This design comes from an exercise in tuning for small area, a short achievable clock period and few clock cycles per item on the open sky130 flow, not from production work.
Function was checked by simulation only, so behaviour that the tests miss may differ from the original.

==> flow/design.v <==
package ocf_pkg;
    localparam int COORD_WIDTH_DEF = 24;
    localparam int SUM_GUARD = 8;
    localparam int BERN_SHIFT = 6;
    localparam int BERN_HALF  = 32;
    localparam int WEIGHT_W   = 6;
    localparam int NUM_MID_PTS = 3;
    localparam int NUM_CTRL    = 4;
    localparam int NUM_CHAIN   = 5;
    typedef enum logic {
        KIND_CORNER = 1'b0,
        KIND_CURVE  = 1'b1
    } kind_t;
    localparam logic [NUM_MID_PTS*NUM_CTRL*WEIGHT_W-1:0] BERN_W = {
        6'd27, 6'd27, 6'd9,  6'd1,
        6'd8,  6'd24, 6'd24, 6'd8,
        6'd1,  6'd9,  6'd27, 6'd27
    };
endpackage
import ocf_pkg::*;
module outline_curve_flattener_top #(
    parameter int COORD_WIDTH = ocf_pkg::COORD_WIDTH_DEF
) (
    input  logic                          clk,
    input  logic                          rst_n,
    input  logic                          in_valid,
    output logic                          in_stall,
    input  logic                          kind,
    input  logic                          path_first,
    input  logic signed [COORD_WIDTH-1:0] close_x,
    input  logic signed [COORD_WIDTH-1:0] close_y,
    input  logic signed [COORD_WIDTH-1:0] ctrl1_x,
    input  logic signed [COORD_WIDTH-1:0] ctrl1_y,
    input  logic signed [COORD_WIDTH-1:0] ctrl2_x,
    input  logic signed [COORD_WIDTH-1:0] ctrl2_y,
    input  logic signed [COORD_WIDTH-1:0] end_x,
    input  logic signed [COORD_WIDTH-1:0] end_y,
    output logic                          out_valid,
    input  logic                          out_stall,
    output logic signed [COORD_WIDTH-1:0] from_x,
    output logic signed [COORD_WIDTH-1:0] from_y,
    output logic signed [COORD_WIDTH-1:0] to_x,
    output logic signed [COORD_WIDTH-1:0] to_y,
    output logic                          last
);
    localparam int SUM_W = COORD_WIDTH + SUM_GUARD;
    typedef logic signed [COORD_WIDTH-1:0] coord_t;
    typedef logic signed [SUM_W-1:0]       wsum_t;
    coord_t start_x_reg, start_x_next;
    coord_t start_y_reg, start_y_next;
    logic   a_valid_reg, a_valid_next;
    logic   a_curve_reg;
    coord_t a_px_reg [NUM_CTRL];
    coord_t a_py_reg [NUM_CTRL];
    logic       b_valid_reg, b_valid_next;
    logic [1:0] b_rem_reg, b_rem_next;
    coord_t     b_x_reg [NUM_CHAIN];
    coord_t     b_y_reg [NUM_CHAIN];
    coord_t     b_x_next [NUM_CHAIN];
    coord_t     b_y_next [NUM_CHAIN];
    coord_t chain_x [NUM_CHAIN];
    coord_t chain_y [NUM_CHAIN];
    coord_t mid_x [NUM_MID_PTS];
    coord_t mid_y [NUM_MID_PTS];
    logic in_fire;
    logic out_fire;
    logic b_last;
    logic b_free;
    logic a_move;
    assign out_fire = b_valid_reg && !out_stall;
    assign b_last   = (b_rem_reg == '0);
    assign b_free   = !b_valid_reg || (out_fire && b_last);
    assign a_move   = a_valid_reg && b_free;
    assign in_stall = a_valid_reg && !b_free;
    assign in_fire  = in_valid && !in_stall;
    assign a_valid_next = in_fire || (a_valid_reg && !a_move);
    assign b_valid_next = a_move || (b_valid_reg && !b_free);
    always_comb
    begin
        start_x_next = start_x_reg;
        start_y_next = start_y_reg;
        if (in_fire)
        begin
            start_x_next = end_x;
            start_y_next = end_y;
        end
    end
    wsum_t sum_x;
    wsum_t sum_y;
    wsum_t wgt;
    always_comb
    begin
        for (int j = 0; j < NUM_MID_PTS; j++)
        begin
            sum_x = wsum_t'(BERN_HALF);
            sum_y = wsum_t'(BERN_HALF);
            for (int i = 0; i < NUM_CTRL; i++)
            begin
                wgt   = $signed({{(SUM_W-WEIGHT_W){1'b0}}, BERN_W[(j*NUM_CTRL+i)*WEIGHT_W +: WEIGHT_W]});
                sum_x = sum_x + wgt * wsum_t'(a_px_reg[i]);
                sum_y = sum_y + wgt * wsum_t'(a_py_reg[i]);
            end
            mid_x[j] = sum_x[BERN_SHIFT +: COORD_WIDTH];
            mid_y[j] = sum_y[BERN_SHIFT +: COORD_WIDTH];
        end
    end
    always_comb
    begin
        chain_x[0] = a_px_reg[0];
        chain_y[0] = a_py_reg[0];
        if (a_curve_reg == KIND_CURVE)
        begin
            for (int k = 0; k < NUM_MID_PTS; k++)
            begin
                chain_x[k+1] = mid_x[k];
                chain_y[k+1] = mid_y[k];
            end
        end
        else
        begin
            chain_x[1] = a_px_reg[2];
            chain_y[1] = a_py_reg[2];
            chain_x[2] = a_px_reg[3];
            chain_y[2] = a_py_reg[3];
            chain_x[3] = a_px_reg[3];
            chain_y[3] = a_py_reg[3];
        end
        chain_x[NUM_CHAIN-1] = a_px_reg[3];
        chain_y[NUM_CHAIN-1] = a_py_reg[3];
    end
    always_comb
    begin
        b_rem_next = b_rem_reg;
        for (int k = 0; k < NUM_CHAIN; k++)
        begin
            b_x_next[k] = b_x_reg[k];
            b_y_next[k] = b_y_reg[k];
        end
        if (a_move)
        begin
            b_rem_next = (a_curve_reg == KIND_CURVE) ? 2'd3 : 2'd1;
            for (int k = 0; k < NUM_CHAIN; k++)
            begin
                b_x_next[k] = chain_x[k];
                b_y_next[k] = chain_y[k];
            end
        end
        else if (out_fire)
        begin
            b_rem_next = b_rem_reg - 2'd1;
            for (int k = 0; k < NUM_CHAIN - 1; k++)
            begin
                b_x_next[k] = b_x_reg[k+1];
                b_y_next[k] = b_y_reg[k+1];
            end
        end
    end
    always_ff @(posedge clk or negedge rst_n)
    begin
        if (!rst_n)
        begin
            start_x_reg <= '0;
            start_y_reg <= '0;
            a_valid_reg <= 1'b0;
            b_valid_reg <= 1'b0;
            b_rem_reg   <= '0;
        end
        else
        begin
            start_x_reg <= start_x_next;
            start_y_reg <= start_y_next;
            a_valid_reg <= a_valid_next;
            b_valid_reg <= b_valid_next;
            b_rem_reg   <= b_rem_next;
        end
    end
    always_ff @(posedge clk)
    begin
        if (in_fire)
        begin
            a_curve_reg <= kind;
            a_px_reg[0] <= path_first ? close_x : start_x_reg;
            a_py_reg[0] <= path_first ? close_y : start_y_reg;
            a_px_reg[1] <= ctrl1_x;
            a_py_reg[1] <= ctrl1_y;
            a_px_reg[2] <= ctrl2_x;
            a_py_reg[2] <= ctrl2_y;
            a_px_reg[3] <= end_x;
            a_py_reg[3] <= end_y;
        end
    end
    always_ff @(posedge clk)
    begin
        for (int k = 0; k < NUM_CHAIN; k++)
        begin
            b_x_reg[k] <= b_x_next[k];
            b_y_reg[k] <= b_y_next[k];
        end
    end
    assign out_valid = b_valid_reg;
    assign from_x    = b_x_reg[0];
    assign from_y    = b_y_reg[0];
    assign to_x      = b_x_reg[1];
    assign to_y      = b_y_reg[1];
    assign last      = b_last;
endmodule
==> flow/run.sh <==
#!/bin/bash
# synth_recipe.tcl (not shown) runs the flow's synth.tcl, then flattens the netlist and writes it again
# the make line also repeats each setting of config.mk as NAME=value (left out here)
make -C /OpenROAD-flow-scripts/flow DESIGN_CONFIG=/design/flow/config.mk WORK_HOME=/design/flow/orfs CLKGATE_MAP_FILE= SYNTH_SCRIPT=/design/flow/synth_recipe.tcl finish
==> flow/config.mk <==
export PLATFORM = sky130hd
export DESIGN_NAME = outline_curve_flattener_top
export DESIGN_NICKNAME = outline_curve_flattener_top
export VERILOG_FILES = /design/flow/design.v
export SDC_FILE = /design/flow/constraint.sdc
export NUM_CORES = 4
export LEC_CHECK = 0
export CAP_MARGIN = 20
export CORE_MARGIN = 2
export CORE_UTILIZATION = 40
export SLEW_MARGIN = 20
==> flow/constraint.sdc <==
create_clock -name core_clock -period 8.0 [get_ports {clk}]
set_input_delay 1.6000 -clock core_clock [delete_from_list [all_inputs] [get_ports {clk}]]
set_output_delay 1.6000 -clock core_clock [all_outputs]
set_load 0.01 [all_outputs]
==> run notes <==
[stage by stage]
step / cell area, um^2 / utilization / worst slack (ps) / std cells
2_1_floorplan: 61900 / - / 1990 / 5850
3_5_place_dp: 67300 / 0.438 / 944 / 8136
6_report: 69600 / 0.453 / 842 / 8258
4_1_cts: 69600 / 0.453 / 910 / 8257
3_3_place_gp: 67300 / 0.438 / 1000 / 8136
5_1_grt: 69600 / 0.453 / 339 / 8257
[cells in the final DEF, fill, tap and decap left out, drive strengths merged, types with 14 or more instances in the layout]
master	n
nand3	42
nand2	263
o21ai	278
clkdlybuf4s50	294
o21a	26
nor3	50
mux2	96
a31oi	25
dfrtp	52
o21bai	22
nor2b	16
nor2	151
clkbuf	86
or3	16
fa	934
and3	18
mux2i	31
a21o	100
ha	839
a21oi	266
edfxtp	433
inv	1635
xor2	94
nand2b	25
clkinv	20
nand4	14
buf	29
xnor2	194
[cell families after synthesis]
| kind of cell | after synthesis |
|---|---|
| adder cells (fa/ha/maj) | 1777 |
| buffers and inverters | 1715 |
| AO/OA/AOI/OAI | 823 |
| AND/OR/NAND/NOR | 635 |
| flip-flops | 485 |
| XOR/XNOR | 288 |
| multiplexers | 127 |
[worst max-delay path: cells and delay by family (launching register included)]
family                     cells  cell delay, ps
AOI/OAI and AO/OA             13            2700
DFF                            1             540
xor gates and xnor gates       4             770
and+or+nand+nor                4             660
adders and majority gates      6            2160
buffers and inverters          1              80
[area by class of cell]
type	instances	area, um^2
Inverter	1634	6130
Clock buffer	86	1880
Antenna cell	1	2.50
Fill cell	14490	84200
Tap cell	2044	2560
Clock inverter	35	434
Timing Repair Buffer	323	3200
Sequential cell	485	14300
Multi-Input combinational cell	3650	41100
[synth_stat cells, types with 5 or more instances]
master	instances
fa_1	934
buf_1	14
a41oi_1	5
nand3b_1	8
o21a_1	26
a211oi_1	10
edfxtp_1	433
a31oi_1	24
a31o_2	5
or3_1	16
o2111ai_1	5
o21ai_1	13
xnor2_1	193
mux2_2	96
o22ai_1	5
inv_1	1634
ha_1	839
dfrtp_1	52
a21boi_0	5
nor3_1	50
o21bai_1	22
o211ai_1	6
mux2i_1	31
nand2_1	263
xor2_1	93
a21o_1	100
o21ai_0	263
and2_1	9
clkbuf_1	65
nand2b_1	25
a21oi_1	263
nand3_1	42
nor2b_1	16
and3_1	18
nand4_1	14
nor2_1	151
[worst max-delay path by stage]
stage                   startpoint              to  slack [ps]  depth (start not counted)
finish              a_py_reg[1][2]  b_y_reg[2][23]         840                         28
global placement    a_py_reg[1][2]  b_y_reg[2][22]        1000                         26
global route        a_py_reg[1][2]  b_y_reg[2][18]         340                         26
detailed placement  a_py_reg[1][2]  b_y_reg[2][22]         940                         26
floorplan           a_py_reg[1][2]  b_y_reg[2][23]        1990                         28
CTS                 a_py_reg[1][2]  b_y_reg[2][22]         910                         26
[metal layers]
metal	track usage	wire, um
met1	0.304	75600
met2	0.356	78900
met3	0.0319	8360
met4	0.0510	4020
met5	0	0
==> flow_summary.json <==
{
  "hold_path_end": "start_x_reg[21]",
  "worst_slew_pin_slew_ps": 1050,
  "rsz0062_at_grt": "false",
  "antenna_left": 0,
  "cts_buffers": 67,
  "final-max-slew-violation-count": 0,
  "skew_ps": 46.9,
  "synth.avg_cell_area_um2": 10.6,
  "drc": 0,
  "rows": 144,
  "finalSetupViolations": 0,
  "grt_antenna_before_repair": 9,
  "grt_pass1_vias": 42786,
  "synth_top_family_by_area": "adder cells",
  "port_buffers": 296,
  "layout_min_cycle_time_ps": 7160,
  "synth_mux_area_frac": 0.0225,
  "ys.flop_type": "edfxtp_1",
  "wl_per_cell_um": 20.2,
  "fin_nets": 8132,
  "synthesis.area_mm2": 0.0619,
  "endpoint_kind": "register",
  "reg2reg_from": "a_py_reg[1][2]",
  "synth_top_area_share": 0.302,
  "hp-start": "start_x_reg[21]",
  "fmax_mhz": 140,
  "first_pass_iters": 6,
  "drive_above_1_share": 0.0451,
  "grt_max_degree": 186,
  "hp-class": "register to register",
  "cts_sinks": 485,
  "via_per_inst": 4.94,
  "clock_latency_ps": 680,
  "slowest_stage": "edfxtp_1",
  "async_flop_share": 0.107,
  "crit_fanout": 7,
  "ctsHoldBuffers": 0,
  "synth_edf_count": 433,
  "drtIter0Drc": 2773,
  "fin_crit_sh": 0.895,
  "fp.coreArea_mm2": 0.154,
  "worst-setup-path-type": "register to register",
  "synth_xor_area_frac": 0.0410,
  "synth-seq-cells": 485,
  "die-area_mm2": 0.158,
  "drt_wl_total_um": 167000,
  "max_stage_delay_ps": 540,
  "vias": 40787,
  "hold_depth": 1,
  "grt_pass1_wl_um": 259000,
  "ff2ff_path_depth": 28,
  "cts_tree": "done",
  "yosys.area_share.adder": 0.473,
  "gp_congestion": 0.908,
  "finalHoldViolations": 0,
  "grt.total_usage": 0.218,
  "gr-total-overflow": 0,
  "critPathLaunchType": "register",
  "htree_levels": 3,
  "synth_top_area_cell": "fa_1",
  "syn_to_final_growth_pct": 12.6,
  "path_common_cell": "ha_1",
  "netlist_instances": 5850,
  "clk_pin_slew_ps": 60,
  "die_height_um": 397,
  "synthTopCellsByArea": "fa_1, edfxtp_1, ha_1",
  "tns_ps": 0,
  "syn-num-nets": 7821,
  "cts_setup_buffers": 0,
  "status": "finished clean",
  "initial_core_util": 0.402,
  "rrSetupSlack_ps": 840,
  "yosysWarnings": 11,
  "root_buffer": "clkbuf_16",
  "boundaryPins": 297,
  "detailed_place_hpwl_um": 139000,
  "cp.required_ps": 8420,
  "reg2reg_to": "b_y_reg[2][23]",
  "cp.arrival_ps": 7580,
  "post_cts_resized": 0,
  "max_cap_violations": 0,
  "holdWs_ps": 498,
  "max-slew-margin-rel": 0.294,
  "yosys.area_share.simple": 0.0464,
  "clockBufferDepth": 3,
  "ys_types": 91,
  "synth_seq_area_share": 0.231,
  "fp.dieW_um": 397,
  "synth_compound_area_frac": 0.0821
}
Testbench counts, summed over its fixed seeds: cycles 7,122, segments 7,106.

-- static timing again, ports no longer ideal --
The results above use ideal ports. As a check the final layout listed here was re-extracted and re-timed, cells and wires unchanged. Step 1 sets driving cells, clkbuf_16 on the clock port and buf_2 on the other inputs (assumed; they add their load-dependent delay and slew). Step 2, shift: input delay + t, output delay - t, t = (earliest + latest rising clock arrival at the registers) / 2. This alone moves slack from input paths to output paths. a / b / c = ideal ports / drivers / drivers and shift; a / b = the first two.
t (ns): 0.732
slack for setup (ns): 0.842 / 0.842 / 0.842
worst setup path after step 2: register to register
pins driven straight from the clock port: 1
After both steps this run still meets setup and hold. The setup slack of this run moves by 0.000 ns with the drivers and by 0.000 ns with both steps.
